Background: an optimization exercise with open tools, aiming at small area. Do not read the settings as production practice.
Only simulation tests tie the RTL to the original design; equivalence was not proved.
No activity file was given, so power comes from the tool's default toggle rates.

$ cat design/flow/flow/run.sh
#!/bin/bash
# Own flow: the standard synthesis, then the combinational logic between
# the registers is mapped again by ABC for area (amap), keeping every register
# cell and its name, then the standard layout from floorplan to finish.
set -euo pipefail
W=$(pwd)
R=$W/orfs/results/$FLOW_PLATFORM/led_ring_buffer_shift_driver_unit/base
L=$W/orfs/logs/$FLOW_PLATFORM/led_ring_buffer_shift_driver_unit/base
O=$W/orfs/objects/$FLOW_PLATFORM/led_ring_buffer_shift_driver_unit/base

bash standard.sh synth > $W/synth_standard.log 2>&1

LIB=$(ls $FLOW_HOME/platforms/$FLOW_PLATFORM/lib/sky130_fd_sc_hd__tt_025C_1v80.lib)
DU=$(grep -m1 -o -- '-dont_use .* -constr' $L/1_2_yosys.log | sed 's/ -constr$//')
cp $R/1_2_yosys.v $W/standard_1_2_yosys.v

yosys -p "
read_liberty -ignore_miss_func $LIB
read_verilog -overwrite $W/standard_1_2_yosys.v
hierarchy -top $FLOW_TOP
setattr -mod -set keep_hierarchy 1 sky130_fd_sc_hd__df* sky130_fd_sc_hd__edf* sky130_fd_sc_hd__sdf* sky130_fd_sc_hd__dl*
setattr -mod -set keep_hierarchy 1 sky130_fd_sc_hd__conb_1
flatten -noscopeinfo
rename -hide w:*.*
opt_clean
select $FLOW_TOP
abc -script $W/flow/area.abc -liberty $LIB $DU -constr $O/abc.constr -D 5500
read_liberty -lib -ignore_redef $LIB
setundef -zero
splitnets
opt_clean
hilomap -singleton -hicell sky130_fd_sc_hd__conb_1 HI -locell sky130_fd_sc_hd__conb_1 LO
opt_clean
tee -o $W/remap_stat.txt stat -liberty $LIB
check -assert -mapped
write_verilog -noattr -nohex -nodec -selected $W/remap_1_2_yosys.v
" > $W/remap_yosys.log 2>&1

cp $W/remap_1_2_yosys.v $R/1_2_yosys.v
# Port buffers: the smallest buffer instead of the default pick. Clock tree:
# small clock buffers and no dummy loads.
export BUFFER_PORTS_ARGS="-buffer_cell sky130_fd_sc_hd__buf_1"
export CTS_ARGS="-sink_clustering_enable -repair_clock_nets -dont_use_dummy_load -buf_list {sky130_fd_sc_hd__clkbuf_1 sky130_fd_sc_hd__clkbuf_2 sky130_fd_sc_hd__clkbuf_4}"
bash standard.sh finish > $W/layout_standard.log 2>&1
$ cat design/flow/flow/area.abc
strash
ifraig
dch
amap
strash
dch
amap
$ cat design/flow/standard.sh
#!/bin/bash
# synth_recipe.tcl (not shown) runs the flow's synth.tcl, then flattens the netlist and writes it again
# the make line also repeats each setting of config.mk as NAME=value (left out here)
make -C /OpenROAD-flow-scripts/flow DESIGN_CONFIG=/design/flow/config.mk WORK_HOME=/design/flow/orfs CLKGATE_MAP_FILE= SYNTH_SCRIPT=/design/flow/synth_recipe.tcl "${@:-finish}"
$ cat design/flow/config.mk
export PLATFORM = sky130hd
export DESIGN_NAME = led_ring_buffer_shift_driver_unit
export DESIGN_NICKNAME = led_ring_buffer_shift_driver_unit
export VERILOG_FILES = /design/flow/design.v
export SDC_FILE = /design/flow/constraint.sdc
export NUM_CORES = 4
export LEC_CHECK = 0
export ABC_AREA = 1
export CAP_MARGIN = 20
export CORE_MARGIN = 2
export CORE_UTILIZATION = 45
export SLEW_MARGIN = 20
$ cat design/flow/constraint.sdc
create_clock -name core_clock -period 5.5 [get_ports {clock}]
set_input_delay 1.1000 -clock core_clock [delete_from_list [all_inputs] [get_ports {clock}]]
set_output_delay 1.1000 -clock core_clock [all_outputs]
set_load 0.01 [all_outputs]
$ cat design/flow/design.v
`default_nettype none
package lrb_pkg;
   localparam int NumSections = 6;
   localparam int ByteW       = 8;
   localparam int SecW        = 3;
   localparam int LedW        = 6;
   localparam int RingW       = 40;
   localparam int ShiftBits   = NumSections * ByteW;
   localparam int CntW        = 6;
   localparam logic [3:0] OP_WRITE     = 4'd0;
   localparam logic [3:0] OP_OR        = 4'd1;
   localparam logic [3:0] OP_AND       = 4'd2;
   localparam logic [3:0] OP_LOAD      = 4'd3;
   localparam logic [3:0] OP_SET_LED   = 4'd4;
   localparam logic [3:0] OP_ROTATE    = 4'd5;
   localparam logic [3:0] OP_READ_SEC  = 4'd6;
   localparam logic [3:0] OP_READ_LED  = 4'd7;
   localparam logic [3:0] OP_CLEAR     = 4'd8;
   localparam logic [3:0] OP_REFRESH   = 4'd9;
endpackage
`default_nettype wire
`default_nettype none
module led_ring_buffer_shift_driver_unit (
   input  wire logic                       clock,
   input  wire logic                       reset,
   input  wire logic                       start,
   output logic                            busy,
   input  wire logic [3:0]                 req_op,
   input  wire logic [lrb_pkg::SecW-1:0]   req_section,
   input  wire logic [7:0]                 req_data_byte,
   input  wire logic [lrb_pkg::LedW-1:0]   req_led_number,
   input  wire logic                       req_direction,
   input  wire logic [5:0]                 req_steps,
   input  wire logic                       req_do_refresh,
   input  wire logic [lrb_pkg::RingW-1:0]  req_wheel_bits,
   output logic                            rsp_valid,
   output logic                            rsp_kind,
   output logic                            rsp_serial_bit,
   output logic                            rsp_latch_enable,
   output logic [7:0]                      rsp_read_data,
   output logic                            rsp_last
);
   localparam logic [1:0] ST_IDLE = 2'd0, ST_SHIFT = 2'd1, ST_ASEC = 2'd2, ST_ALED = 2'd3;
   logic [39:0] ring_ff;
   logic [7:0]  sec0_ff;
   logic [2:0]  q_ff;
   logic [5:0]  cnt_ff;
   logic [1:0]  st_ff;
   logic        enable_ff;
   logic        idle, shift, apply, last_bit, phase2;
   logic        op_wr, op_or, op_and, op_load, op_set, op_rot, op_rsec, op_rled, op_clr, op_ref;
   logic        led_op, led_ok, sec_ok, tgt_ring, tgt_sec0, ring_access, top_write, sec0_write;
   logic [2:0]  led_sec, tgt, m, q_next;
   logic [7:0]  keep_b, set_b, mask;
   logic [5:0]  s_mod, amt;
   logic [39:0] r0, r1, r2, r3, r4, r5, r6;
   logic        tap_bit;
   logic        zl, ld;
   always_comb begin
      idle     = (st_ff == ST_IDLE);
      shift    = (st_ff == ST_SHIFT);
      apply    = idle & start;
      last_bit = (cnt_ff == 6'd47);
      phase2   = cnt_ff[5] & cnt_ff[3];    
      op_wr   = (req_op == 4'd0);
      op_or   = (req_op == 4'd1);
      op_and  = (req_op == 4'd2);
      op_load = (req_op == 4'd3);
      op_set  = (req_op == 4'd4);
      op_rot  = (req_op == 4'd5);
      op_rsec = (req_op == 4'd6);
      op_rled = (req_op == 4'd7);
      op_clr  = (req_op == 4'd8);
      op_ref  = (req_op == 4'd9);
      case (req_led_number[5:3])
         3'd0:    led_sec = 3'd3;
         3'd1:    led_sec = 3'd2;
         3'd2:    led_sec = 3'd1;
         3'd3:    led_sec = 3'd5;
         3'd4:    led_sec = 3'd4;
         default: led_sec = 3'd0;
      endcase
      led_ok = (req_led_number < 6'd40);
      sec_ok = (req_section < 3'd6);
      mask   = 8'h80 >> req_led_number[2:0];
      led_op   = op_set | op_rled;
      tgt      = led_op ? led_sec : req_section;
      tgt_ring = led_op ? led_ok : (sec_ok && req_section != 3'd0);
      tgt_sec0 = !led_op && (req_section == 3'd0);
      ring_access = apply & tgt_ring & (op_wr | op_or | op_and | op_set | op_rsec | op_rled);
      top_write   = apply & ~reset & tgt_ring & (op_wr | op_or | op_and | op_set);
      sec0_write  = apply & tgt_sec0 & (op_wr | op_or | op_and);
      keep_b = op_or ? 8'hFF : op_and ? req_data_byte : op_set ? ~mask : 8'h00;
      set_b  = (op_wr | op_or) ? req_data_byte :
               (op_set & (req_data_byte != 8'h00)) ? mask : 8'h00;
      m = 3'((4'd5 - {1'b0, tgt} + {1'b0, q_ff}) % 4'd5);
      q_next = (tgt == 3'd5) ? 3'd0 : tgt;
      s_mod = (req_steps >= 6'd40) ? req_steps - 6'd40 : req_steps;
      if (apply && op_rot)
         amt = req_direction ? s_mod : ((s_mod == 6'd0) ? 6'd0 : 6'd40 - s_mod);
      else if (ring_access)
         amt = {m, 3'd0};
      else if (shift && !phase2)
         amt = 6'd1;
      else
         amt = 6'd0;
      zl = reset | (apply & (op_clr | op_load));
      ld = apply & op_load & ~reset;
      r0 = ring_ff;
      for (int i = 0; i < 40; i++)
         r1[i] = (amt[0] & ~zl & r0[(i + 40 - 1) % 40]) | (~amt[0] & ~zl & r0[i]) |
                 (ld & req_wheel_bits[i]);
      for (int i = 0; i < 40; i++) r2[i] = amt[1] ? r1[(i + 40 - 2)  % 40] : r1[i];
      for (int i = 0; i < 40; i++) r3[i] = amt[2] ? r2[(i + 40 - 4)  % 40] : r2[i];
      for (int i = 0; i < 40; i++) r4[i] = amt[3] ? r3[(i + 40 - 8)  % 40] : r3[i];
      for (int i = 0; i < 40; i++) r5[i] = amt[4] ? r4[(i + 40 - 16) % 40] : r4[i];
      for (int i = 0; i < 40; i++) r6[i] = amt[5] ? r5[(i + 40 - 32) % 40] : r5[i];
      case (q_ff)
         3'd0:    tap_bit = ring_ff[39];
         3'd1:    tap_bit = ring_ff[31];
         3'd2:    tap_bit = ring_ff[23];
         3'd3:    tap_bit = ring_ff[15];
         default: tap_bit = ring_ff[7];
      endcase
   end
   always_ff @(posedge clock) begin
      if (top_write)
         ring_ff <= {(r6[39:32] & keep_b) | set_b, r6[31:0]};
      else
         ring_ff <= r6;
      if (reset || (apply && op_clr))
         sec0_ff <= '0;
      else if (sec0_write)
         sec0_ff <= (sec0_ff & keep_b) | set_b;
      else if (shift)
         sec0_ff <= {sec0_ff[6:0], sec0_ff[7]};
      if (reset || (apply && op_load))
         q_ff <= 3'd0;
      else if (ring_access)
         q_ff <= q_next;
   end
   always_ff @(posedge clock) begin
      if (apply) begin
         if (op_rsec)
            cnt_ff <= {1'b0, tgt_sec0, !tgt_ring && !tgt_sec0, 3'd0};
         else if (op_rled)
            cnt_ff <= {2'b00, !led_ok, req_led_number[2:0]};
         else
            cnt_ff <= 6'd0;
      end else begin
         cnt_ff <= cnt_ff + 6'd1;
      end
   end
   always_ff @(posedge clock) begin
      if (reset) begin
         st_ff     <= ST_IDLE;
         enable_ff <= 1'b0;
      end else begin
         if (shift & last_bit) enable_ff <= 1'b1;
         if (apply) begin
            if (op_rsec)
               st_ff <= ST_ASEC;
            else if (op_rled)
               st_ff <= ST_ALED;
            else if (op_load | op_clr | op_ref |
                     ((op_wr | op_or | op_and | op_set | op_rot) & req_do_refresh))
               st_ff <= ST_SHIFT;
         end else if (!shift | last_bit) begin
            st_ff <= ST_IDLE;
         end
      end
   end
   logic [7:0] top;
   always_comb begin
      top              = ring_ff[39:32];
      busy             = !idle;
      rsp_valid        = !idle;
      rsp_kind         = st_ff[1];
      rsp_serial_bit   = shift & (phase2 ? sec0_ff[7] : tap_bit);
      rsp_latch_enable = shift ? last_bit : enable_ff;
      rsp_last         = st_ff[1] | (shift & last_bit);
      if (st_ff == ST_ASEC)
         rsp_read_data = cnt_ff[3] ? 8'h00 : cnt_ff[4] ? sec0_ff : top;
      else if (st_ff == ST_ALED)
         rsp_read_data = {7'd0, !cnt_ff[3] & top[3'd7 - cnt_ff[2:0]]};
      else
         rsp_read_data = 8'h00;
   end
endmodule
`default_nettype wire
==> results.json, run 1 <==
{
  "status": "complete, no violations",
  "floorplan.rows": 37,
  "path_clk_slew_ns": 0.10,
  "cp_slowest_cell": "bufinv_16",
  "critPathArrivalTime_ns": 5.27,
  "worstHoldPathType": "reg2reg",
  "critical_path.startpoint_type": "input port",
  "post_drt_wl_per_cell_um": 20.7,
  "worstHoldStart": "enable_ff",
  "worstSetupEndpointType": "flip-flop",
  "rr_startpoint": "st_ff[0]",
  "post-cts-setup-buffer-count": 0,
  "port_buffers": 85,
  "postLayoutCellArea_sq_um": 5740,
  "global_route_wire_length_before_repair_um": 31500,
  "grt_pass1_vias": 5931,
  "cts_inserted_buffers": 9,
  "cts_sinks": 60,
  "timing_hold_violations_final": 0,
  "placedCellCount": 980,
  "layout.cells.non_filler": 989,
  "htree_num_levels": 3,
  "total_leakage_power_uw": 0.00175,
  "grt_max_degree": 41,
  "timing.setup.tns_ns": 0,
  "grt_setup_unrepaired": "no",
  "routed_via_density": 6.88,
  "total_power_uw": 1530,
  "max-cap-violations": 0,
  "cts_hold_buffers": 0,
  "max-slew-margin-rel_pct": 38.0,
  "synthesis.nets": 811,
  "min_period_over_period_pct": 90.8,
  "total_iterations_of_the_first_detailed_routing_run": 5,
  "drtIter0Drc": 883,
  "cp.required_ns": 5.78,
  "crit_buf_inv": 6,
  "design.final.nets": 927,
  "r2r.worst_path.cells": 16,
  "rr_endpoint": "ring_ff[34]",
  "r2r_slack_ns": 1.68,
  "die_width_um": 108,
  "finalMaxSlewViolations": 0,
  "cpPeakStageDelay_ns": 0.33,
  "cts_buffer_depth": 2,
  "antenna_left": 0,
  "core_area_sq_um": 10400,
  "holdPathEnd": "enable_ff",
  "path_max_fanout": 40,
  "floorplan.initialDensity_pct": 46.6,
  "max_slew.worst_pin.slew_ns": 0.924,
  "drive_gt1_share_pct": 6.68,
  "finClkSkew_ns": 0.0295,
  "post-route-min-period_ns": 4.99,
  "syn-instance-count": 739,
  "pwr_density_cell_nw_per_um2": 267,
  "setup_violations": 0,
  "cts_tree": "yes",
  "wirelength_um": 20400,
  "synth.cell_area_sq_um": 4830,
  "die_area_sq_um": 11600,
  "ir_worst_vdd_v": 0.000139,
  "chipHeight_um": 108,
  "min_path_cells": 2,
  "criticalPathCategory": "in2reg",
  "dp.final_hpwl_um": 15100,
  "dpl_cell_area_sq_um": 5640,
  "grt_remaining_overflow": 0,
  "yosys_warnings": 1,
  "antenna_cells": 0,
  "area_delta_synth_final_pct": 18.8,
  "drcViolationCount": 0,
  "cts_root_buf": "clkbuf_4",
  "cpLargestDelayFamily": "compound AO/OA/AOI/OAI gates",
  "clk_latency_ns": 0.45,
  "avgSynthCellArea_sq_um": 6.54,
  "routed-via-count": 6806,
  "gp_congestion": 1.01,
  "antenna_found_initial": 0,
  "global_route.usage.total_pct": 35.1,
  "achievable-frequency_ghz": 0.200,
  "cts-resized-gates": 0,
  "design.portCount": 86
}
## per-stage QoR
step	util [%]	setup WS [ns]	hold WS, ns
final	55.3	0.509	0.454
after floorplan	-	0.0163	0.411
after global routing	55.3	0.0860	0.477
after detailed placement	54.4	0.0000635	0.439
after CTS	55.0	0.396	0.455
after global placement	54.4	0.189	0.427
## sequential cells by signal (all words and copies together), names as in the netlist
signal	cells
q_ff	3
enable_ff	1
st_ff	2
ring_ff	40
sec0_ff	8
cnt_ff	6
## worst min-delay path, stage by stage (launching register included)
cell      delay [ns]
dfxtp_1         0.32
clkinv_1        0.05
a21oi_1         0.05
## worst max-delay path by stage
stage,from,to,cells after the start
global route,req_op[2],ring_ff[39],28
detailed placement,req_op[2],ring_ff[35],27
floorplan,req_op[3],ring_ff[35],28
global placement,req_op[3],ring_ff[37],28
finish,req_op[2],ring_ff[35],28
CTS,req_op[2],ring_ff[35],27
## cell type report
cell class / count / area (sq um)
Sequential cell: 60 / 1200
Clock buffer: 9 / 67.6
Multi-Input combinational cell: 603 / 3490
Tap cell: 136 / 170
Timing Repair Buffer: 105 / 485
Inverter: 76 / 323
Fill cell: 1071 / 4630
## placed cells by master, fill, tap and decap left out, drive strengths merged
cell type and instances:
a2111oi 1, a211oi 3, a21oi 23, a221o 1, a221oi 12, a222oi 3, a22o 1, a22oi 4
a31oi 46, a41oi 1, and2 2, and3 2, buf 105, bufinv 1, clkbuf 9, clkinv 74
dfxtp 60, inv 1, nand2 27, nand3 12, nand4 4, nor2 124, nor2b 7, nor3 48
nor3b 1, nor4 1, o21a 1, o21ai 39, o221ai 1, o22ai 218, o311a 1, o31a 1
o31ai 2, o32ai 11, or2 4, or3 2
## where the power goes
group	leakage [uW]	switching, uW	internal, uW
clock network	0.0000414	163	75.7
logic	0.00122	436	254
registers	0.000494	83.3	518
total	0.00175	682	847
## metal layers
metal | track usage, % | vias up | part of all wire, %
li1 | - | 3207 | -
met1 | 49.7 | 3149 | 42
met2 | 52.5 | 408 | 43
met3 | 6.78 | 42 | 12
met4 | 13.0 | 0 | 3.0
met5 | 0 | - | 0
==> run 2, diff against run 1 <==
--- a/design/flow/config.mk
+++ b/design/flow/config.mk
@@ -10,3 +10,3 @@
 export CORE_MARGIN = 2
-export CORE_UTILIZATION = 45
+export CORE_UTILIZATION = 40
 export SLEW_MARGIN = 20
==> results.json, run 2 <==
{
  "status": "complete, no violations",
  "floorplan.initialDensity_pct": 40.6,
  "global_route.usage.total_pct": 32.1,
  "timing_hold_violations_final": 0,
  "achievable-frequency_ghz": 0.197,
  "finalMaxSlewViolations": 0,
  "rr_startpoint": "st_ff[0]",
  "design.portCount": 86,
  "grt_pass1_vias": 6041,
  "max_slew.worst_pin.slew_ns": 0.966,
  "utilization_after_layout_pct": 48.2,
  "syn-instance-count": 739,
  "post-cts-setup-buffer-count": 0,
  "finClkSkew_ns": 0.0210,
  "worstHoldPathType": "reg2reg",
  "pwr_density_cell_nw_per_um2": 267,
  "leading_cell_type_in_the_layout_fill_and_taps_excluded": "o22ai_1",
  "routed-via-count": 6677,
  "max-cap-violations": 0,
  "clk_latency_ns": 0.44,
  "ir_worst_vdd_v": 0.000124,
  "cp.required_ns": 5.79,
  "avgSynthCellArea_sq_um": 6.54,
  "layout.cells.most_common_list": "o22ai_1, nor2_1, buf_1",
  "drive_gt1_share_pct": 6.24,
  "path_max_fanout": 40,
  "setup_violations": 0,
  "r2r.worst_path.cells": 16,
  "global_route_wire_length_before_repair_um": 32200,
  "die_area_sq_um": 13000,
  "r2r_slack_ns": 1.52,
  "total_leakage_power_uw": 0.00174,
  "wirelength_um": 21000,
  "post_placement_worst_setup_slack_ns": -0.0243,
  "antenna_left": 0,
  "grt_remaining_overflow": 0,
  "port_buffers": 85,
  "cts_sinks": 60,
  "total_iterations_of_the_first_detailed_routing_run": 6,
  "post_drt_wl_per_cell_um": 21.0,
  "cts_tree": "yes",
  "synth.cell_area_sq_um": 4830,
  "max-slew-margin-rel_pct": 35.2,
  "htree_num_levels": 3,
  "largestRegisters": "ring_ff (40), sec0_ff (8), cnt_ff (6)",
  "cts_inserted_buffers": 9,
  "drtIter0Drc": 727,
  "core_area_sq_um": 11900,
  "die_width_um": 114,
  "path_clk_slew_ns": 0.11,
  "cts_root_buf": "clkbuf_4",
  "drcViolationCount": 0,
  "crit_path_end": "ring_ff[33]",
  "routed_via_density": 6.69,
  "floorplan.rows": 40,
  "top_register": "ring_ff",
  "post-route-min-period_ns": 5.07,
  "yosys_warnings": 1,
  "timing.setup.tns_ns": 0,
  "gp_congestion": 0.971,
  "synthesis.nets": 811,
  "critPathArrivalTime_ns": 5.35,
  "grt_max_degree": 42,
  "worstSetupStartpoint": "req_op[2]",
  "worstSetupEndpointType": "flip-flop",
  "grt_setup_unrepaired": "no",
  "chipHeight_um": 114,
  "critical_path.startpoint_type": "input port",
  "area_delta_synth_final_pct": 18.8,
  "dp.final_hpwl_um": 16000,
  "rr_endpoint": "ring_ff[35]",
  "largest_register_ff_count": 40,
  "design.final.nets": 924,
  "antenna_found_initial": 2,
  "min_period_over_period_pct": 92.1,
  "criticalPathCategory": "in2reg",
  "cts_buffer_depth": 2,
  "setup_slack_ns": 0.434
}
-- run 2: power by group --
part | leakage, uW | internal [uW] | total [uW] | switching (uW)
Sequential | 0.000494 | 518 | 595 | 77.1
Clock | 0.0000414 | 75.9 | 242 | 166
Combinational | 0.00121 | 253 | 697 | 444
-- run 2: repair_timing --
item | CTS | global route
hold buffers | 0 | 0
gates resized for setup | 0 | 6
endpoints found under the setup margin | 0 | 8
-- run 2: how the worst min path moves through the flow --
stage,startpoint,end,slack [ns],cells past startpoint
finish,enable_ff,enable_ff,0.47,2
global route,enable_ff,enable_ff,0.50,2
CTS,enable_ff,enable_ff,0.47,2
detailed placement,enable_ff,enable_ff,0.46,2
global placement,enable_ff,enable_ff,0.45,2
floorplan,enable_ff,enable_ff,0.41,2
-- run 2: area by class of cell --
type,count,area (sq um)
antenna,1,2.50
clock buffer,9,67.6
fill,1290,6170
inverter,76,323
multi-input combinational,603,3490
sequential,60,1200
tap,147,184
timing repair buffer,102,467
-- run 2: metrics by stage --
| stage | instances | hold slack, ns | instance area (sq um) | power [uW] |
|---|---|---|---|---|
| floorplan | 739 | 0.411 | 4980 | 1050 |
| global route | 997 | 0.499 | 5740 | 1620 |
| detailed placement | 988 | 0.457 | 5630 | 1270 |
| finish | 998 | 0.467 | 5740 | 1530 |
| global placement | 988 | 0.453 | 5630 | 1260 |
| CTS | 997 | 0.472 | 5700 | 1510 |
-- run 2: layer usage --
layer	vias to the layer above	routed length [um]	track usage, %	share of wire (%)
met1	3064	8850	40.3	42
met3	61	1470	5.63	7.0
met2	348	9700	52.9	46
met5	-	15	0	0.071
met4	2	971	16.1	4.6
li1	3202	-	-	-
-- run 2: worst max-delay path: stages --
cell and delay [ns]:
buf_1 0.15, nand2_2 0.14, nor3_4 0.34, clkinv_2 0.11
o21ai_2 0.09, clkinv_2 0.13, a22oi_1 0.28, clkinv_1 0.14
nand2_1 0.13, o21ai_0 0.12, nor2_1 0.18, o21ai_2 0.11
nor2_1 0.12, a21oi_2 0.05, nor2_1 0.25, a22oi_2 0.13
a211oi_2 0.23, o21ai_1 0.14, or2_0 0.22, a31oi_1 0.28
a31oi_4 0.10, buf_12 0.22, o22ai_1 0.29, nor2b_1 0.18
o22ai_1 0.10
==> run 3, diff against run 2 <==
--- a/design/flow/flow/run.sh
+++ b/design/flow/flow/run.sh
@@ -41,2 +41,5 @@
 # small clock buffers and no dummy loads.
+# No setup repair at floorplan, before the high-fanout nets are buffered:
+# that only upsizes their drivers. Timing is repaired after placement.
+export REMOVE_ABC_BUFFERS=1
 export BUFFER_PORTS_ARGS="-buffer_cell sky130_fd_sc_hd__buf_1"
--- a/design/flow/config.mk
+++ b/design/flow/config.mk
@@ -10,3 +10,3 @@
 export CORE_MARGIN = 2
-export CORE_UTILIZATION = 40
+export CORE_UTILIZATION = 45
 export SLEW_MARGIN = 20
==> results.json, run 3 <==
{
  "post_drt_wl_per_cell_um": 20.4,
  "critical_path.startpoint_type": "input port",
  "antenna_found_initial": 1,
  "core_area_sq_um": 10400,
  "path_clk_slew_ns": 0.09,
  "total_iterations_of_the_first_detailed_routing_run": 5,
  "cts_buffer_depth": 2,
  "avgSynthCellArea_sq_um": 6.54,
  "achievable-frequency_ghz": 0.205,
  "layout.cells.non_filler": 996,
  "max-slew-margin-rel_pct": 35.5,
  "hold_slack_ns": 0.448,
  "finClkSkew_ns": 0.0286,
  "status": "complete, no violations",
  "path_max_fanout": 40,
  "die_area_sq_um": 11600,
  "holdPathEnd": "enable_ff",
  "rr_endpoint": "ring_ff[37]",
  "largest_register_ff_count": 40,
  "largestRegisters": "ring_ff (40), sec0_ff (8), cnt_ff (6)",
  "utilization_after_layout_pct": 55.0,
  "chipHeight_um": 108,
  "global_route_wire_length_before_repair_um": 31100,
  "critPathArrivalTime_ns": 5.16,
  "cp_slowest_cell": "nor3_1",
  "global_route.usage.total_pct": 34.9,
  "worstHoldStart": "enable_ff",
  "ir_worst_vdd_v": 0.000141,
  "finalMaxSlewViolations": 0,
  "layout.cells.most_common_list": "o22ai_1, nor2_1, buf_1",
  "antenna_left": 0,
  "timing_hold_violations_final": 0,
  "grt_setup_unrepaired": "no",
  "clk_latency_ns": 0.44,
  "port_buffers": 85,
  "yosys_warnings": 1,
  "routed_via_density": 6.79,
  "cpLargestDelayFamily": "compound AO/OA/AOI/OAI gates",
  "cp.required_ns": 5.77,
  "wirelength_um": 20300,
  "placedCellCount": 987,
  "area_delta_synth_final_pct": 18.0,
  "worstHoldPathType": "reg2reg",
  "drtIter0Drc": 751,
  "r2r_slack_ns": 1.31,
  "drcViolationCount": 0,
  "cts_tree": "yes",
  "grt_remaining_overflow": 0,
  "setup_violations": 0,
  "antenna_cells": 0,
  "r2r.worst_path.cells": 14,
  "cts_inserted_buffers": 9,
  "htree_num_levels": 3,
  "grt_pass1_vias": 5836,
  "cts_root_buf": "clkbuf_4",
  "postLayoutCellArea_sq_um": 5700,
  "syn-instance-count": 739,
  "die_width_um": 108,
  "routed-via-count": 6764,
  "design.final.nets": 934,
  "grt_max_degree": 41,
  "pwr_density_cell_nw_per_um2": 267,
  "max_slew.worst_pin.slew_ns": 0.960,
  "synth.cell_area_sq_um": 4830,
  "post-route-min-period_ns": 4.89,
  "dp.final_hpwl_um": 15400,
  "post-cts-setup-buffer-count": 0,
  "cts_hold_buffers": 0,
  "criticalPathCategory": "in2reg",
  "worstSetupEndpointType": "flip-flop",
  "max-cap-violations": 0,
  "crit_top_cell": "clkinv_1",
  "min_period_over_period_pct": 88.9,
  "leading_cell_type_in_the_layout_fill_and_taps_excluded": "o22ai_1",
  "gp_congestion": 0.977,
  "n_fill_cell": 1075,
  "drive_gt1_share_pct": 5.12,
  "crit_buf_inv": 8,
  "cpPeakStageDelay_ns": 0.24,
  "dpl_cell_area_sq_um": 5630,
  "cts_sinks": 60,
  "post_placement_worst_setup_slack_ns": -0.0792,
  "top_register": "ring_ff",
  "setup_slack_ns": 0.612,
  "min_path_cells": 2,
  "floorplan.initialDensity_pct": 46.6,
  "rr_startpoint": "st_ff[0]",
  "total_leakage_power_uw": 0.00175,
  "floorplan.rows": 37,
  "design.portCount": 86
}
-- run 3: layout make-up --
cell class                      count  area [sq um]  share of cell area [%]
Clock buffer                        9          67.6                    1.19
Inverter                           76           285                    5.00
Timing Repair Buffer              112           584                    10.3
Sequential cell                    60          1200                    21.1
Multi-Input combinational cell    603          3390                    59.5
Tap cell                          136           170                    2.99
-- run 3: worst max path at each step --
stage | cells after the start | startpoint | endpoint | slack (ns)
floorplan | 26 | req_op[3] | ring_ff[37] | -2.63
global placement | 29 | req_op[0] | ring_ff[38] | 0.11
detailed placement | 29 | req_op[0] | ring_ff[34] | -0.08
CTS | 29 | req_op[0] | ring_ff[34] | 0.34
global route | 29 | req_op[0] | ring_ff[34] | 0.05
finish | 30 | req_op[3] | ring_ff[34] | 0.61
-- run 3: worst reg2reg max path: cells and delay by family, from the launching register on --
family,cells,cell delay [ns]
DFF,1,0.36
AOI/OAI and AO/OA,9,2.42
buffers and inverters,3,0.92
and+or+nand+nor,2,0.39
-- run 3: where the power goes --
part | leakage, uW | internal (uW) | total (uW) | switching, uW
Clock | 0.0000414 | 75.7 | 231 | 155
Sequential | 0.000494 | 518 | 596 | 78.0
Combinational | 0.00122 | 253 | 693 | 440
-- run 3: repair_timing --
action	CTS	global route
resized for setup	0	4
endpoints found under the hold margin	0	0
setup endpoints to repair	0	37
-- run 3: metal layers --
| layer | GRT usage, % | vias to the layer above | share of wire, % |
|---|---|---|---|
| li1 | - | 3216 | - |
| met1 | 50.3 | 3105 | 44 |
| met2 | 51.6 | 400 | 42 |
| met3 | 7.57 | 41 | 11 |
| met4 | 10.8 | 2 | 2.6 |
| met5 | 0 | - | 0.064 |
-- run 3: stage by stage --
| stage | setup TNS (ns) | power (uW) |
|---|---|---|
| after global placement | 0 | 1260 |
| final | 0 | 1520 |
| after global routing | 0 | 1610 |
| after detailed placement | -0.476 | 1270 |
| after floorplan | -99.56 | 1040 |
| after CTS | 0 | 1500 |
==> run 4, diff against run 3 <==
--- a/design/flow/design.v
+++ b/design/flow/design.v
@@ -54,3 +54,3 @@
    logic [7:0]  keep_b, set_b, mask;
-   logic [5:0]  s_mod, amt;
+   logic [5:0]  amt;
    logic [39:0] r0, r1, r2, r3, r4, r5, r6;
@@ -97,5 +97,4 @@
       q_next = (tgt == 3'd5) ? 3'd0 : tgt;
-      s_mod = (req_steps >= 6'd40) ? req_steps - 6'd40 : req_steps;
       if (apply && op_rot)
-         amt = req_direction ? s_mod : ((s_mod == 6'd0) ? 6'd0 : 6'd40 - s_mod);
+         amt = req_direction ? req_steps : (req_steps <= 6'd40) ? 6'd40 - req_steps : 6'd16 - req_steps;
       else if (ring_access)
==> results.json, run 4 <==
{
  "setup_violations": 0,
  "drtIter0Drc": 938,
  "total_iterations_of_the_first_detailed_routing_run": 9,
  "grt_pass1_vias": 5574,
  "n_fill_cell": 976,
  "avgSynthCellArea_sq_um": 7.09,
  "post-route-min-period_ns": 4.97,
  "total_leakage_power_uw": 0.00155,
  "global_route.usage.total_pct": 33.1,
  "pwr_density_cell_nw_per_um2": 246,
  "htree_num_levels": 3,
  "top_register": "ring_ff",
  "achievable-frequency_ghz": 0.201,
  "synth.cell_area_sq_um": 4490,
  "cp.required_ns": 5.80,
  "die_width_um": 104,
  "largestRegisters": "ring_ff (40), sec0_ff (8), cnt_ff (6)",
  "path_max_fanout": 40,
  "ir_worst_vdd_v": 0.000150,
  "cts_root_buf": "clkbuf_4",
  "layout.cells.most_common_list": "o22ai_1, buf_1, nor2_1",
  "cts_buffer_depth": 2,
  "placedCellCount": 876,
  "worstSetupEndpointType": "flip-flop",
  "design.final.nets": 826,
  "global_route_wire_length_before_repair_um": 28600,
  "wirelength_um": 18600,
  "drcViolationCount": 0,
  "post_drt_wl_per_cell_um": 21.0,
  "max-cap-violations": 0,
  "total_power_uw": 1310,
  "cts_sinks": 60,
  "finClkSkew_ns": 0.0261,
  "core_area_sq_um": 9730,
  "clk_latency_ns": 0.42,
  "chipHeight_um": 104,
  "port_buffers": 85,
  "cts_tree": "yes",
  "area_delta_synth_final_pct": 18.8,
  "max-slew-margin-rel_pct": 30.6,
  "gp_congestion": 1.03,
  "critical_path.startpoint_type": "input port",
  "min_period_over_period_pct": 90.4,
  "worstHoldPathType": "reg2reg",
  "layout.cells.non_filler": 885,
  "criticalPathCategory": "in2reg",
  "floorplan.rows": 36,
  "timing_hold_violations_final": 0,
  "post-cts-setup-buffer-count": 0,
  "syn-instance-count": 634,
  "die_area_sq_um": 10800,
  "cts_hold_buffers": 0,
  "antenna_cells": 0,
  "grt_setup_unrepaired": "no",
  "grt_max_degree": 42,
  "leading_cell_type_in_the_layout_fill_and_taps_excluded": "o22ai_1",
  "antenna_left": 0,
  "routed-via-count": 6295,
  "routed_via_density": 7.11,
  "antenna_found_initial": 0,
  "seqCellArea_sq_um": 1200,
  "drive_gt1_share_pct": 5.72,
  "largest_register_ff_count": 40,
  "yosys_warnings": 1,
  "finalMaxSlewViolations": 0,
  "grt_remaining_overflow": 0,
  "status": "complete, no violations",
  "max_slew.worst_pin.slew_ns": 1.04,
  "critPathArrivalTime_ns": 5.28,
  "floorplan.initialDensity_pct": 46.2,
  "path_clk_slew_ns": 0.09,
  "design.portCount": 86,
  "dp.final_hpwl_um": 14000,
  "area_of_the_multi_input_gates_sq_um": 3190,
  "cts_inserted_buffers": 9
}
run 4: cell count changes in the layout (fill, tap and decap cells not counted), sizes merged, moves of 5 or more:
cell    delta
a221oi     -7
nor2b     +12
clkinv    -28
a222oi    +38
nor2      -42
a22oi      +5
o21ai     -14
nor3      -31
o22ai     -22
nand3      -7
a31oi     -39
nand2     +26
run 4: stage by stage:
stage               setup WS, ns  hold WS, ns  cell area [sq um]  setup TNS, ns  utilization (%)
floorplan                  -3.14        0.411               4490        -122.25                -
global placement           0.170        0.433               5250              0             54.0
detailed placement       -0.0153        0.436               5250        -0.0164             54.0
CTS                        0.398        0.452               5320              0             54.7
global route              0.0975        0.492               5340              0             54.8
finish                     0.526        0.445               5340              0             54.8
run 4: critical path, stage by stage:
cell,delay [ns]
buf_1,0.19
clkinv_1,0.12
nor2_1,0.16
clkinv_1,0.13
o21ai_0,0.25
clkinv_1,0.20
o22ai_1,0.24
clkinv_1,0.16
nor2_1,0.18
nand2_1,0.12
o21ai_1,0.22
o21ai_0,0.12
or2_0,0.23
a21oi_1,0.20
nor2_1,0.08
nor2_1,0.16
a21oi_1,0.10
o32ai_4,0.14
clkinv_1,0.16
buf_12,0.19
o22ai_1,0.20
o22ai_1,0.12
nor2b_1,0.15
o32ai_1,0.35
run 4: metal layers:
metal  vias to the layer above  track usage (%)  wire, um
met2                       422             51.3      8200
met1                      2919             45.1      7670
met4                         0             13.3       580
met5                         -                0         0
met3                        52             6.52      2120
li1                       2902                -         -
run 4: worst paths after layout:
check	startpoint	end	depth (start not counted)	slack, ns
worst max-delay path	req_op[0]	ring_ff[34]	24	0.53
worst min-delay path	enable_ff	enable_ff	2	0.45
worst max register to register	st_ff[1]	ring_ff[34]	14	1.04
worst min register to register	enable_ff	enable_ff	2	0.45
run 4: timing repair:
action,4_1_cts,5_1_grt
endpoints found under the hold margin,0,0
resized for setup,0,6
setup endpoints to repair,0,18
run 4: area by class of cell:
type	instances	share of cell area, %
multi-input cells	526	59.7
inverters	48	3.45
flip-flops and latches	60	22.5
repair buffers	109	9.96
well taps	133	3.12
clock buffers	9	1.27
run 4: report_power, final:
part	switching [uW]	internal [uW]
clock network	153	75.9
logic	310	194
registers	76.0	501
==> run 5, diff against run 4 <==
--- a/design/flow/flow/run.sh
+++ b/design/flow/flow/run.sh
@@ -1,5 +1,6 @@
 #!/bin/bash
-# Own flow: the standard synthesis, then the combinational logic between
-# the registers is mapped again by ABC for area (amap), keeping every register
-# cell and its name, then the standard layout from floorplan to finish.
+# Own flow: the standard synthesis; then the combinational logic between
+# the registers is mapped again by ABC for area with each recipe in
+# flow/area*.abc, keeping every register cell and its name, and the smallest
+# netlist is laid out by the standard flow from floorplan to finish.
 set -euo pipefail
@@ -16,3 +17,7 @@
 
-yosys -p "
+best=""
+best_area=""
+for script in $W/flow/area*.abc; do
+   n=$(basename $script .abc)
+   if ! timeout 600 yosys -p "
 read_liberty -ignore_miss_func $LIB
@@ -26,3 +31,3 @@
 select $FLOW_TOP
-abc -script $W/flow/area.abc -liberty $LIB $DU -constr $O/abc.constr -D 5500
+abc -script $script -liberty $LIB $DU -constr $O/abc.constr -D 5500
 read_liberty -lib -ignore_redef $LIB
@@ -33,10 +38,20 @@
 opt_clean
-tee -o $W/remap_stat.txt stat -liberty $LIB
+tee -o $W/remap_${n}_stat.txt stat -liberty $LIB
 check -assert -mapped
-write_verilog -noattr -nohex -nodec -selected $W/remap_1_2_yosys.v
-" > $W/remap_yosys.log 2>&1
+write_verilog -noattr -nohex -nodec -selected $W/remap_${n}.v
+" > $W/remap_${n}_yosys.log 2>&1; then
+      echo "$n failed" >> $W/remap_choice.txt
+      continue
+   fi
+   a=$(grep 'Chip area for module' $W/remap_${n}_stat.txt | awk '{print $NF}')
+   echo "$n $a" >> $W/remap_choice.txt
+   if [[ -z "$best" ]] || awk -v a="$a" -v b="$best_area" 'BEGIN { exit !(a < b) }'; then
+      best=$n
+      best_area=$a
+   fi
+done
+echo "chosen $best $best_area" >> $W/remap_choice.txt
+[[ -n "$best" ]]
 
-cp $W/remap_1_2_yosys.v $R/1_2_yosys.v
-# Port buffers: the smallest buffer instead of the default pick. Clock tree:
-# small clock buffers and no dummy loads.
+cp $W/remap_${best}.v $R/1_2_yosys.v
 # No setup repair at floorplan, before the high-fanout nets are buffered:
@@ -44,2 +59,4 @@
 export REMOVE_ABC_BUFFERS=1
+# Port buffers: the smallest buffer instead of the default pick. Clock tree:
+# small clock buffers and no dummy loads.
 export BUFFER_PORTS_ARGS="-buffer_cell sky130_fd_sc_hd__buf_1"
==> design/flow/flow/area1.abc (new file) <==
strash
ifraig
dch
amap
strash
dch
amap
==> design/flow/flow/area2.abc (new file) <==
strash
ifraig
dch
amap
strash
ifraig
dch
amap
==> design/flow/flow/area4.abc (new file) <==
strash
ifraig
&get -n
&st
&if -a -K 3
&st
&put
dch
amap
==> design/flow/flow/area5.abc (new file) <==
strash
dch
amap
strash
ifraig
dch
amap
strash
dch
amap
==> design/flow/flow/area6.abc (new file) <==
strash
ifraig
dch
amap
strash
dch
amap
strash
dch
amap
==> design/flow/flow/area7.abc (new file) <==
strash
ifraig
balance
dch
amap
strash
dch
amap
==> design/flow/flow/area8.abc (new file) <==
strash
ifraig
dch
amap -F 4 -A 6
strash
dch
amap
removed: design/flow/flow/area.abc
==> results.json, run 5 <==
{
  "total_iterations_of_the_first_detailed_routing_run": 9,
  "achievable-frequency_ghz": 0.202,
  "avgSynthCellArea_sq_um": 7.20,
  "leading_cell_type_in_the_layout_fill_and_taps_excluded": "o22ai_1",
  "area_of_the_multi_input_gates_sq_um": 3180,
  "global_route.usage.total_pct": 33.8,
  "drive_gt1_share_pct": 5.94,
  "port_buffers": 85,
  "postLayoutCellArea_sq_um": 5340,
  "antenna_cells": 0,
  "area_delta_synth_final_pct": 19.3,
  "criticalPathCategory": "in2reg",
  "synth.cell_area_sq_um": 4480,
  "timing_hold_violations_final": 0,
  "antenna_left": 0,
  "routed_via_density": 7.11,
  "dp.final_hpwl_um": 14100,
  "routed-via-count": 6212,
  "utilization_after_layout_pct": 54.9,
  "holdPathEnd": "enable_ff",
  "pwr_density_cell_nw_per_um2": 251,
  "chipHeight_um": 104,
  "path_max_fanout": 40,
  "r2r.worst_path.cells": 15,
  "grt_max_degree": 42,
  "min_path_cells": 2,
  "n_fill_cell": 1015,
  "core_area_sq_um": 9730,
  "cp.required_ns": 5.78,
  "ir_worst_vdd_v": 0.000144,
  "finClkSkew_ns": 0.0230,
  "worstHoldStart": "enable_ff",
  "floorplan.initialDensity_pct": 46.0,
  "critical_path.startpoint_type": "input port",
  "design.final.nets": 815,
  "worstSetupEndpointType": "flip-flop",
  "setup_violations": 0,
  "die_width_um": 104,
  "finalMaxSlewViolations": 0,
  "die_area_sq_um": 10800,
  "cts_sinks": 60,
  "hold_slack_ns": 0.442,
  "post_placement_worst_setup_slack_ns": -0.0601,
  "cts_buffer_depth": 2,
  "timing.setup.tns_ns": 0,
  "rr_startpoint": "st_ff[0]",
  "syn-instance-count": 622,
  "cp_slowest_cell": "o32ai_2",
  "status": "complete, no violations",
  "setup_slack_ns": 0.562,
  "gp_congestion": 0.941,
  "cpPeakStageDelay_ns": 0.34,
  "drcViolationCount": 0,
  "drtIter0Drc": 853,
  "yosys_warnings": 1,
  "htree_num_levels": 3,
  "design.portCount": 86,
  "layout.cells.most_common_list": "o22ai_1, buf_1, nor2_1",
  "cts_tree": "yes",
  "floorplan.rows": 36,
  "clk_latency_ns": 0.43,
  "dpl_cell_area_sq_um": 5250,
  "wirelength_um": 18700,
  "global_route_wire_length_before_repair_um": 29000,
  "max-slew-margin-rel_pct": 32.5,
  "min_period_over_period_pct": 89.8,
  "cpLargestDelayFamily": "compound AO/OA/AOI/OAI gates",
  "antenna_found_initial": 0,
  "cts_root_buf": "clkbuf_4",
  "total_leakage_power_uw": 0.00152,
  "crit_buf_inv": 6,
  "max_slew.worst_pin.slew_ns": 0.986,
  "post_drt_wl_per_cell_um": 21.4,
  "path_clk_slew_ns": 0.10,
  "largestRegisters": "ring_ff (40), sec0_ff (8), cnt_ff (6)",
  "top_register": "ring_ff",
  "seqCellArea_sq_um": 1200,
  "max-cap-violations": 0,
  "grt_remaining_overflow": 0,
  "post-route-min-period_ns": 4.94,
  "grt_pass1_vias": 5602,
  "largest_register_ff_count": 40,
  "worstHoldPathType": "reg2reg",
  "cts_inserted_buffers": 9,
  "r2r_slack_ns": 1.32,
  "grt_setup_unrepaired": "no",
  "critPathArrivalTime_ns": 5.22,
  "rr_endpoint": "ring_ff[34]"
}
-- run 5: worst max path at each step --
stage / from / end / slack [ns] / cells after the start
after floorplan: req_op[3] / ring_ff[36] / -3.42 / 22
after global placement: req_op[3] / ring_ff[34] / 0.12 / 26
after detailed placement: req_op[3] / ring_ff[32] / -0.06 / 23
after CTS: req_op[3] / ring_ff[32] / 0.31 / 23
after global routing: req_op[0] / ring_ff[33] / 0.11 / 28
final: req_op[0] / ring_ff[34] / 0.56 / 26
-- run 5: layout make-up --
class                   count  area share (%)
clock buffers               9            1.27
inverters                  50            3.52
multi-input cells         512            59.6
flip-flops and latches     60            22.5
well taps                 133            3.12
repair buffers            110            10.0
-- run 5: metal layers --
metal	share of wire, %	GRT usage (%)
met5	0	0
met4	4.2	14.5
met3	9.6	6.36
met2	45	55.7
met1	41	43.4
-- run 5: metrics by stage --
stage / total power [uW] / cells
6_report: 1340 / 874
5_1_grt: 1410 / 874
4_1_cts: 1320 / 874
3_5_place_dp: 1090 / 865
3_3_place_gp: 1080 / 865
2_1_floorplan: 899 / 622
-- run 5: what timing repair did --
action                                  CTS  global route
gates resized for setup                   0             9
buffers inserted                          0             0
endpoints found under the setup margin    0            40
hold buffers                              0             0
-- run 5: tightest hold or removal path, stage by stage, from the launching register on --
cell and delay, ns:
dfxtp_1 0.31, clkinv_1 0.04, a21oi_1 0.05
-- run 5: where the power goes --
group / internal (uW) / total (uW) / leakage (uW) / switching, uW
registers: 504 / 580 / 0.000491 / 75.9
logic: 203 / 524 / 0.000989 / 321
clock network: 76.0 / 236 / 0.0000414 / 160
total: 783 / 1340 / 0.00152 / 557
==> run 6, diff against run 5 <==
--- a/design/flow/design.v
+++ b/design/flow/design.v
@@ -58,2 +58,3 @@
    logic        zl, ld;
+   logic [7:0]  kk, ss;
    always_comb begin
@@ -115,3 +116,7 @@
       for (int i = 0; i < 40; i++) r5[i] = amt[4] ? r4[(i + 40 - 16) % 40] : r4[i];
-      for (int i = 0; i < 40; i++) r6[i] = amt[5] ? r5[(i + 40 - 32) % 40] : r5[i];
+      kk = top_write ? keep_b : 8'hFF;
+      ss = top_write ? set_b : 8'h00;
+      for (int i = 0; i < 32; i++) r6[i] = amt[5] ? r5[i + 8] : r5[i];
+      for (int i = 32; i < 40; i++)
+         r6[i] = (amt[5] & kk[i-32] & r5[i - 32]) | (~amt[5] & kk[i-32] & r5[i]) | ss[i-32];
       case (q_ff)
@@ -125,6 +130,3 @@
    always_ff @(posedge clock) begin
-      if (top_write)
-         ring_ff <= {(r6[39:32] & keep_b) | set_b, r6[31:0]};
-      else
-         ring_ff <= r6;
+      ring_ff <= r6;
       if (reset || (apply && op_clr))
==> results.json, run 6 <==
{
  "drive_gt1_share_pct": 5.82,
  "synth.cell_area_sq_um": 4450,
  "worstSetupEndpointType": "flip-flop",
  "area_delta_synth_final_pct": 18.1,
  "drtIter0Drc": 1087,
  "global_route_wire_length_before_repair_um": 27100,
  "cts_hold_buffers": 0,
  "setup_slack_ns": 0.453,
  "finClkSkew_ns": 0.0212,
  "post-route-min-period_ns": 5.05,
  "cts_root_buf": "clkbuf_4",
  "worstHoldPathType": "reg2reg",
  "largest_register_ff_count": 40,
  "ir_worst_vdd_v": 0.000153,
  "status": "complete, no violations",
  "floorplan.initialDensity_pct": 45.9,
  "clk_latency_ns": 0.43,
  "yosys_warnings": 1,
  "post_placement_worst_setup_slack_ns": -0.0516,
  "criticalPathCategory": "in2reg",
  "setup_violations": 0,
  "top_register": "ring_ff",
  "routed_via_density": 7.13,
  "cts_sinks": 60,
  "dp.final_hpwl_um": 13800,
  "critical_path.startpoint_type": "input port",
  "utilization_after_layout_pct": 54.2,
  "max-slew-margin-rel_pct": 48.5,
  "die_width_um": 103,
  "routed-via-count": 6100,
  "pwr_density_cell_nw_per_um2": 230,
  "critPathArrivalTime_ns": 5.33,
  "wirelength_um": 18000,
  "floorplan.rows": 36,
  "antenna_cells": 0,
  "max-cap-violations": 0,
  "core_area_sq_um": 9680,
  "achievable-frequency_ghz": 0.198,
  "grt_pass1_vias": 5214,
  "cts_buffer_depth": 2,
  "htree_num_levels": 3,
  "total_leakage_power_uw": 0.00148,
  "layout.cells.most_common_list": "o22ai_1, buf_1, nor2_1",
  "gp_congestion": 0.960,
  "cts_inserted_buffers": 9,
  "path_clk_slew_ns": 0.09,
  "cp.required_ns": 5.79,
  "antenna_left": 0,
  "global_route.usage.total_pct": 33.5,
  "largestRegisters": "ring_ff (40), sec0_ff (8), cnt_ff (6)",
  "grt_setup_unrepaired": "no",
  "min_period_over_period_pct": 91.8,
  "avgSynthCellArea_sq_um": 7.32,
  "port_buffers": 85,
  "grt_max_degree": 42,
  "cts_tree": "yes",
  "max_slew.worst_pin.slew_ns": 0.765,
  "post_drt_wl_per_cell_um": 21.0,
  "antenna_found_initial": 0,
  "timing_hold_violations_final": 0,
  "grt_remaining_overflow": 0,
  "die_area_sq_um": 10700,
  "chipHeight_um": 103,
  "finalMaxSlewViolations": 0,
  "total_iterations_of_the_first_detailed_routing_run": 10,
  "design.final.nets": 796,
  "syn-instance-count": 607,
  "design.portCount": 86,
  "leading_cell_type_in_the_layout_fill_and_taps_excluded": "o22ai_1",
  "path_max_fanout": 40,
  "drcViolationCount": 0
}
==> run 6: final timing paths <==
| kind | start | depth (start not counted) | slack (ns) | end |
|---|---|---|---|---|
| setup / recovery | req_op[1] | 28 | 0.45 | ring_ff[22] |
| setup reg to reg | st_ff[0] | 14 | 1.46 | ring_ff[22] |
| hold / removal | enable_ff | 2 | 0.45 | enable_ff |
| hold reg to reg | enable_ff | 2 | 0.45 | enable_ff |
==> run 6: final cells by class <==
class / count / area (sq um)
Sequential cell: 60 / 1200
Multi-Input combinational cell: 494 / 3120
Clock buffer: 9 / 67.6
Inverter: 53 / 199
Fill cell: 967 / 4430
Tap cell: 133 / 166
Timing Repair Buffer: 106 / 502
==> run 6: through the flow <==
stage	instances	power, uW	hold WS (ns)	setup TNS (ns)	instance area, sq um
finish	855	1210	0.446	0	5250
global route	855	1270	0.479	0	5250
CTS	855	1190	0.451	0	5230
detailed placement	846	966	0.436	-0.0799	5160
global placement	846	961	0.429	0	5160
floorplan	607	812	0.411	-73.47	4450
==> run 6: repair_timing <==
action / in CTS / in global routing
setup endpoints to repair: 0 / 28
resized for setup: 0 / 3
setup buffers: 0 / 0
==> run 6: worst max-delay path, stage by stage <==
cell	delay [ns]
buf_1	0.14
clkinv_1	0.18
nand2_1	0.14
nor2_1	0.08
a31oi_2	0.26
clkinv_1	0.20
o32ai_1	0.23
clkinv_1	0.15
nor2_1	0.16
clkinv_1	0.12
o21ai_0	0.12
nand2_1	0.11
clkinv_1	0.08
nor2_1	0.05
a21oi_1	0.21
nand2_1	0.08
nor2_1	0.09
a21oi_1	0.06
a21oi_1	0.19
nor2_1	0.08
nor2_1	0.14
a21oi_1	0.07
o22ai_2	0.23
clkinv_1	0.15
buf_12	0.20
o22ai_1	0.25
o22ai_1	0.14
o22ai_1	0.32
==> run 6: report_power, final <==
part           leakage, uW  internal [uW]  switching [uW]
combinational     0.000948            159             263
clock            0.0000414           75.8             156
sequential        0.000489            489            63.3
==> run 6: routing by layer <==
| layer | vias up | routed length, um | global-route usage, % |
|---|---|---|---|
| met2 | 338 | 7900 | 49.6 |
| met5 | - | 0 | 0 |
| li1 | 2843 | - | - |
| met3 | 58 | 1720 | 6.92 |
| met1 | 2861 | 7690 | 47.1 |
| met4 | 0 | 680 | 14.2 |
==> run 7, diff against run 6 <==
--- a/design/flow/config.mk
+++ b/design/flow/config.mk
@@ -10,3 +10,3 @@
 export CORE_MARGIN = 2
-export CORE_UTILIZATION = 45
+export CORE_UTILIZATION = 40
 export SLEW_MARGIN = 20
==> results.json, run 7 <==
{
  "status": "complete, no violations",
  "gp_congestion": 0.951,
  "global_route_wire_length_before_repair_um": 27900,
  "grt_pass1_vias": 5192,
  "critical_path.startpoint_type": "input port",
  "yosys_warnings": 1,
  "dp.final_hpwl_um": 14200,
  "die_width_um": 109,
  "hold_slack_ns": 0.459,
  "path_clk_slew_ns": 0.11,
  "avgSynthCellArea_sq_um": 7.32,
  "die_area_sq_um": 12000,
  "finClkSkew_ns": 0.0264,
  "area_delta_synth_final_pct": 19.5,
  "drtIter0Drc": 1001,
  "cpPeakStageDelay_ns": 0.31,
  "cts_sinks": 60,
  "pwr_density_cell_nw_per_um2": 229,
  "antenna_found_initial": 0,
  "routed_via_density": 7.01,
  "cp.required_ns": 5.79,
  "total_leakage_power_uw": 0.00150,
  "max-slew-margin-rel_pct": 48.1,
  "chipHeight_um": 109,
  "design.final.nets": 798,
  "antenna_cells": 0,
  "layout.cells.most_common_list": "o22ai_1, buf_1, nor2_1",
  "drive_gt1_share_pct": 6.22,
  "total_iterations_of_the_first_detailed_routing_run": 6,
  "criticalPathCategory": "in2reg",
  "r2r_slack_ns": 1.77,
  "design.portCount": 86,
  "drcViolationCount": 0,
  "timing_hold_violations_final": 0,
  "finalMaxSlewViolations": 0,
  "cts_tree": "yes",
  "grt_setup_unrepaired": "no",
  "cts_buffer_depth": 2,
  "htree_num_levels": 3,
  "ir_worst_vdd_v": 0.000149,
  "setup_violations": 0,
  "utilization_after_layout_pct": 49.0,
  "clk_latency_ns": 0.42,
  "global_route.usage.total_pct": 30.4,
  "syn-instance-count": 607,
  "largestRegisters": "ring_ff (40), sec0_ff (8), cnt_ff (6)",
  "cts_inserted_buffers": 9,
  "worstSetupEndpointType": "flip-flop",
  "grt_remaining_overflow": 0,
  "post-route-min-period_ns": 5.04,
  "cp_slowest_cell": "o22ai_1",
  "cts_root_buf": "clkbuf_4",
  "max_slew.worst_pin.slew_ns": 0.771,
  "worstHoldPathType": "reg2reg",
  "wirelength_um": 18400,
  "cts-resized-gates": 0,
  "port_buffers": 85,
  "top_register": "ring_ff",
  "path_max_fanout": 32,
  "floorplan.initialDensity_pct": 41.0,
  "max-cap-violations": 0,
  "synth.cell_area_sq_um": 4450,
  "cts_hold_buffers": 0,
  "critPathArrivalTime_ns": 5.34,
  "largest_register_ff_count": 40,
  "grt_max_degree": 42,
  "antenna_left": 0,
  "core_area_sq_um": 10800,
  "routed-via-count": 6057,
  "achievable-frequency_ghz": 0.198,
  "min_period_over_period_pct": 91.7,
  "leading_cell_type_in_the_layout_fill_and_taps_excluded": "o22ai_1",
  "post_drt_wl_per_cell_um": 21.3,
  "post-cts-setup-buffer-count": 0,
  "floorplan.rows": 38
}
[run 7: per-layer routing]
metal	vias to the layer above	GRT usage (%)	routed length [um]
met5	-	0	0
met1	2838	44.2	8120
met2	336	47.2	8190
li1	2858	-	-
met4	0	5.97	236
met3	25	5.57	1840
[run 7: worst paths after layout]
| path | start | to | depth (start not counted) |
|---|---|---|---|
| min reg2reg | enable_ff | enable_ff | 2 |
| max reg2reg | st_ff[0] | ring_ff[32] | 14 |
| min | enable_ff | enable_ff | 2 |
| max | req_op[0] | ring_ff[36] | 29 |
[run 7: final cells by class]
cell class	count	area (sq um)
Fill cell	1133	5530
Timing Repair Buffer	108	542
Inverter	53	199
Tap cell	140	175
Sequential cell	60	1200
Clock buffer	9	67.6
Multi-Input combinational cell	494	3130
[run 7: per-stage QoR]
stage,cell area [sq um],power [uW],setup TNS [ns],instances,worst slack [ns]
finish,5310,1220,0,864,0.455
global route,5310,1270,0,864,0.0802
CTS,5290,1200,0,864,0.304
detailed placement,5220,975,-0.359,855,-0.121
global placement,5210,972,0,855,0.168
floorplan,4450,812,-73.47,607,-2.01
[run 7: power by group]
part / total [uW] / leakage (uW) / switching (uW) / internal [uW]
clock network: 228 / 0.0000414 / 152 / 76.0
registers: 550 / 0.000489 / 60.6 / 489
logic: 437 / 0.000965 / 275 / 162
[run 7: critical path, delay by kind of cell]
kind | cells | cell delay [ns]
compound gates | 12 | 2.01
buf+inv | 8 | 1.21
simple gates | 9 | 1.00
==> run 8, diff against run 7 <==
--- a/design/flow/config.mk
+++ b/design/flow/config.mk
@@ -10,3 +10,3 @@
 export CORE_MARGIN = 2
-export CORE_UTILIZATION = 40
+export CORE_UTILIZATION = 35
 export SLEW_MARGIN = 20
==> results.json, run 8 <==
{
  "max-cap-violations": 0,
  "design.final.nets": 794,
  "setup_slack_ns": 0.528,
  "cp_slowest_cell": "o22ai_1",
  "cts_hold_buffers": 0,
  "path_clk_slew_ns": 0.12,
  "crit_buf_inv": 6,
  "post_drt_wl_per_cell_um": 21.5,
  "die_area_sq_um": 13600,
  "die_width_um": 117,
  "htree_num_levels": 3,
  "max_slew.worst_pin.slew_ns": 0.742,
  "core_area_sq_um": 12500,
  "routed-via-count": 6054,
  "timing_hold_violations_final": 0,
  "drtIter0Drc": 816,
  "critical_path.startpoint_type": "input port",
  "placedCellCount": 883,
  "area_delta_synth_final_pct": 20.1,
  "post-cts-setup-buffer-count": 0,
  "global_route_wire_length_before_repair_um": 28400,
  "rr_startpoint": "st_ff[0]",
  "layout.cells.most_common_list": "o22ai_1, buf_1, nor2_1",
  "cts_root_buf": "clkbuf_4",
  "port_buffers": 85,
  "worstSetupEndpointType": "flip-flop",
  "global_route.usage.total_pct": 27.4,
  "cpLargestDelayFamily": "compound AO/OA/AOI/OAI gates",
  "r2r_slack_ns": 1.47,
  "worstHoldPathType": "reg2reg",
  "yosys_warnings": 1,
  "cts_inserted_buffers": 9,
  "cts_buffer_depth": 2,
  "gp_congestion": 0.940,
  "clk_latency_ns": 0.44,
  "cts_tree": "yes",
  "floorplan.initialDensity_pct": 35.5,
  "achievable-frequency_ghz": 0.201,
  "dp.final_hpwl_um": 14800,
  "drive_gt1_share_pct": 5.97,
  "finalMaxSlewViolations": 0,
  "min_path_cells": 2,
  "rr_endpoint": "ring_ff[36]",
  "critPathArrivalTime_ns": 5.30,
  "cts-resized-gates": 0,
  "min_period_over_period_pct": 90.4,
  "largestRegisters": "ring_ff (40), sec0_ff (8), cnt_ff (6)",
  "design.portCount": 86,
  "cpPeakStageDelay_ns": 0.33,
  "grt_setup_unrepaired": "no",
  "wirelength_um": 19200,
  "max-slew-margin-rel_pct": 50.0,
  "pwr_density_cell_nw_per_um2": 229,
  "path_max_fanout": 31,
  "largest_register_ff_count": 40,
  "post_placement_worst_setup_slack_ns": -0.0382,
  "antenna_found_initial": 0,
  "antenna_cells": 0,
  "top_register": "ring_ff",
  "finClkSkew_ns": 0.0339,
  "grt_remaining_overflow": 0,
  "cp.required_ns": 5.83,
  "setup_violations": 0,
  "grt_pass1_vias": 5280,
  "avgSynthCellArea_sq_um": 7.32,
  "drcViolationCount": 0,
  "total_iterations_of_the_first_detailed_routing_run": 8,
  "criticalPathCategory": "in2reg",
  "layout.cells.non_filler": 892,
  "ir_worst_vdd_v": 0.0000811,
  "post-route-min-period_ns": 4.97,
  "holdPathEnd": "enable_ff",
  "synth.cell_area_sq_um": 4450,
  "status": "complete, no violations",
  "total_leakage_power_uw": 0.00149,
  "syn-instance-count": 607,
  "routed_via_density": 6.79,
  "antenna_left": 0,
  "cts_sinks": 60,
  "worstHoldStart": "enable_ff",
  "grt_max_degree": 42,
  "chipHeight_um": 117,
  "leading_cell_type_in_the_layout_fill_and_taps_excluded": "o22ai_1",
  "r2r.worst_path.cells": 16,
  "n_fill_cell": 1339,
  "floorplan.rows": 41
}
==> run 8: cell type report <==
| class | instances | area (sq um) | share of cell area [%] |
|---|---|---|---|
| Clock buffer | 9 | 67.6 | 1.27 |
| Inverter | 53 | 199 | 3.73 |
| Multi-Input combinational cell | 494 | 3130 | 58.7 |
| Sequential cell | 60 | 1200 | 22.5 |
| Tap cell | 172 | 215 | 4.03 |
| Timing Repair Buffer | 104 | 524 | 9.82 |
==> run 8: worst max-delay path by stage <==
stage,start,endpoint,slack [ns],cells after the start
global route,req_op[0],ring_ff[38],0.006,27
CTS,req_op[0],ring_ff[38],0.39,29
floorplan,req_op[3],ring_ff[32],-2.01,25
detailed placement,req_op[0],ring_ff[38],-0.04,29
finish,req_op[0],ring_ff[36],0.53,27
global placement,req_op[0],ring_ff[38],0.22,29
==> run 8: routing by layer <==
metal	share of wire (%)	global-route usage [%]
met5	0	0
met4	3.2	10.9
met3	8.8	3.68
met2	45	42.9
met1	43	38.0
==> run 8: stage by stage <==
| stage | setup TNS [ns] | hold slack [ns] | cell area [sq um] | utilization (%) | total power [uW] |
|---|---|---|---|---|---|
| after floorplan | -73.47 | 0.411 | 4450 | - | 812 |
| after global placement | 0 | 0.425 | 5240 | 41.8 | 973 |
| after detailed placement | -0.0382 | 0.427 | 5240 | 41.8 | 979 |
| after CTS | 0 | 0.445 | 5300 | 42.4 | 1200 |
| after global routing | 0 | 0.490 | 5340 | 42.7 | 1280 |
| final | 0 | 0.444 | 5340 | 42.7 | 1220 |
==> run 8: power by group <==
| part | internal (uW) | switching, uW |
|---|---|---|
| combinational | 162 | 277 |
| clock | 75.8 | 157 |
| sequential | 489 | 61.6 |
==> run 8: worst register-to-register path, cell delays in order (launching register included) <==
cell and delay, ns:
dfxtp_1 0.36, clkinv_1 0.16, nand3_1 0.24, clkinv_1 0.14
nand2_1 0.26, nor2_1 0.09, a21oi_1 0.29, nor2_2 0.19
buf_12 0.21, a222oi_1 0.60, o22ai_1 0.20, o22ai_1 0.42
o22ai_1 0.17, o22ai_1 0.30, nor3_1 0.08, a21oi_1 0.13
o31ai_1 0.09
==> run 9, diff against run 8 <==
--- a/design/flow/config.mk
+++ b/design/flow/config.mk
@@ -10,3 +10,3 @@
 export CORE_MARGIN = 2
-export CORE_UTILIZATION = 35
+export CORE_UTILIZATION = 50
 export SLEW_MARGIN = 20
==> results.json, run 9 <==
{
  "worstSetupEndpointType": "flip-flop",
  "synth.cell_area_sq_um": 4450,
  "timing_hold_violations_final": 0,
  "post_drt_wl_per_cell_um": 21.4,
  "drtIter0Drc": 911,
  "n_fill_cell": 850,
  "global_route_wire_length_before_repair_um": 27000,
  "cts_inserted_buffers": 9,
  "cts_buffer_depth": 2,
  "achievable-frequency_ghz": 0.202,
  "die_width_um": 98.3,
  "cp_slowest_cell": "o32a_1",
  "switchingPower_uw": 479,
  "max-slew-margin-rel_pct": 38.5,
  "timing.setup.tns_ns": 0,
  "cts_tree": "yes",
  "total_power_uw": 1200,
  "grt_pass1_vias": 5257,
  "post-route-min-period_ns": 4.94,
  "largest_register_ff_count": 40,
  "setup_violations": 0,
  "area_of_the_multi_input_gates_sq_um": 3130,
  "routed-via-count": 6131,
  "seqCellArea_sq_um": 1200,
  "wirelength_um": 17700,
  "total_leakage_power_uw": 0.00147,
  "floorplan.initialDensity_pct": 51.2,
  "drive_gt1_share_pct": 5.57,
  "global_route.usage.total_pct": 34.4,
  "cts_sinks": 60,
  "antenna_left": 0,
  "yosys_warnings": 1,
  "ir_worst_vdd_v": 0.000142,
  "avgSynthCellArea_sq_um": 7.32,
  "sw_frac_of_total_pct": 39.8,
  "p_comb_share_pct": 35.1,
  "floorplan.rows": 34,
  "finClkSkew_ns": 0.0152,
  "area_delta_synth_final_pct": 17.6,
  "clk_latency_ns": 0.42,
  "hold_slack_ns": 0.441,
  "total_iterations_of_the_first_detailed_routing_run": 10,
  "layout.cells.most_common_list": "o22ai_1, buf_1, nor2_1",
  "grt_max_degree": 42,
  "min_period_over_period_pct": 89.9,
  "p_seq_share_pct": 46.1,
  "top_register": "ring_ff",
  "cpPeakStageDelay_ns": 0.31,
  "path_max_fanout": 40,
  "routed_via_density": 7.42,
  "finalMaxSlewViolations": 0,
  "htree_num_levels": 3,
  "worstHoldPathType": "reg2reg",
  "design.final.nets": 792,
  "antenna_cells": 0,
  "status": "complete, no violations",
  "cts_root_buf": "clkbuf_4",
  "intPower_uw": 724,
  "largestRegisters": "ring_ff (40), sec0_ff (8), cnt_ff (6)",
  "max-cap-violations": 0,
  "antenna_found_initial": 0,
  "grt_remaining_overflow": 0,
  "dp.final_hpwl_um": 13200,
  "core_area_sq_um": 8680,
  "syn-instance-count": 607,
  "gp_congestion": 0.960,
  "cts_hold_buffers": 0,
  "drcViolationCount": 0,
  "leading_cell_type_in_the_layout_fill_and_taps_excluded": "o22ai_1",
  "share_clk_of_total_power_pct": 18.8,
  "post-cts-setup-buffer-count": 0,
  "port_buffers": 85,
  "path_clk_slew_ns": 0.10,
  "chipHeight_um": 98.3,
  "max_slew.worst_pin.slew_ns": 0.919,
  "criticalPathCategory": "in2reg",
  "die_area_sq_um": 9660,
  "cp.required_ns": 5.83,
  "critPathArrivalTime_ns": 5.28,
  "critical_path.startpoint_type": "input port",
  "pwr_density_cell_nw_per_um2": 230,
  "design.portCount": 86
}
==> run 9: routing by layer <==
metal / GRT usage (%) / share of wire, % / up-vias
li1: - / - / 2860
met1: 49.3 / 41 / 2822
met2: 53.1 / 45 / 403
met3: 6.80 / 11 / 46
met4: 9.27 / 2.5 / 0
met5: 0 / 0 / -
==> run 9: timing repair <==
action / CTS / global route
endpoints found under the setup margin: 0 / 10
resized for setup: 0 / 5
endpoints found under the hold margin: 0 / 0
==> run 9: final timing paths <==
check | from | to | slack (ns) | cells past startpoint
max | req_op[0] | ring_ff[32] | 0.56 | 29
min | enable_ff | enable_ff | 0.44 | 2
max reg2reg | st_ff[0] | ring_ff[37] | 1.40 | 13
min reg2reg | enable_ff | enable_ff | 0.44 | 2
==> run 9: cell type report <==
cell class	count	area share, %
Sequential cell	60	23.0
Inverter	53	3.80
Clock buffer	9	1.29
Timing Repair Buffer	102	9.50
Multi-Input combinational cell	494	59.8
Tap cell	108	2.58
==> run 9: power by group through the flow <==
| stage | clock network, uW | registers [uW] | logic, uW |
|---|---|---|---|
| 2_1_floorplan | 0 | 526 | 286 |
| 4_1_cts | 224 | 547 | 407 |
| 6_report | 226 | 554 | 422 |
| 3_3_place_gp | 0 | 557 | 397 |
| 3_5_place_dp | 0 | 556 | 405 |
| 5_1_grt | 237 | 553 | 458 |
==> run 9: worst max-delay path, delay by kind of cell <==
| kind | cells | cell delay (ns) |
|---|---|---|
| compound gates | 13 | 2.01 |
| buf+inv | 8 | 1.20 |
| simple gates | 8 | 0.91 |
==> run 9: stage by stage <==
| stage | utilization, % | setup WS [ns] | instances | cell area [sq um] |
|---|---|---|---|---|
| after global routing | 60.3 | -0.0198 | 826 | 5230 |
| after CTS | 59.9 | 0.520 | 826 | 5200 |
| after floorplan | - | -2.01 | 607 | 4450 |
| after detailed placement | 59.2 | 0.110 | 817 | 5130 |
| after global placement | 59.1 | 0.346 | 817 | 5130 |
| final | 60.3 | 0.558 | 826 | 5230 |

-- what the ideal ports hide --
Ports are ideal in the flow. The routed layouts listed here were re-timed in OpenROAD. Step 1, drivers: a clkbuf_16 drives clock and a buf_2 each remaining input, both assumed. Step 2 adds t to the input delays and takes it off the output delays; t is the mean of the earliest and latest rising clock arrival at the registers after step 1. Input paths then give back, and output paths get back, about the clock's delay inside the block. a / b / c = ideal / step 1 / step 2; a / b = the first two.
run | t, ns | slack for setup (ns) | slew at the worst register clock pin (ns)
run 1 | 0.467 | 0.509 / 0.520 / 0.054 | 0.11 / 0.11
run 2 | 0.459 | 0.434 / 0.440 / -0.019 | 0.11 / 0.11
run 3 | 0.457 | 0.612 / 0.624 / 0.167 | 0.11 / 0.11
run 4 | 0.438 | 0.526 / 0.527 / 0.089 | 0.11 / 0.11
run 5 | 0.448 | 0.562 / 0.562 / 0.115 | 0.11 / 0.11
run 6 | 0.455 | 0.453 / 0.463 / 0.008 | 0.10 / 0.10
run 7 | 0.437 | 0.455 / 0.465 / 0.028 | 0.11 / 0.11
run 8 | 0.463 | 0.528 / 0.541 / 0.078 | 0.12 / 0.12
run 9 | 0.439 | 0.558 / 0.564 / 0.125 | 0.10 / 0.10
Met with ideal ports but missed after step 2: setup timing in run 2. The setup slack of run 1, which loses most, moves by +0.011 ns with the drivers and by -0.455 ns with both steps.
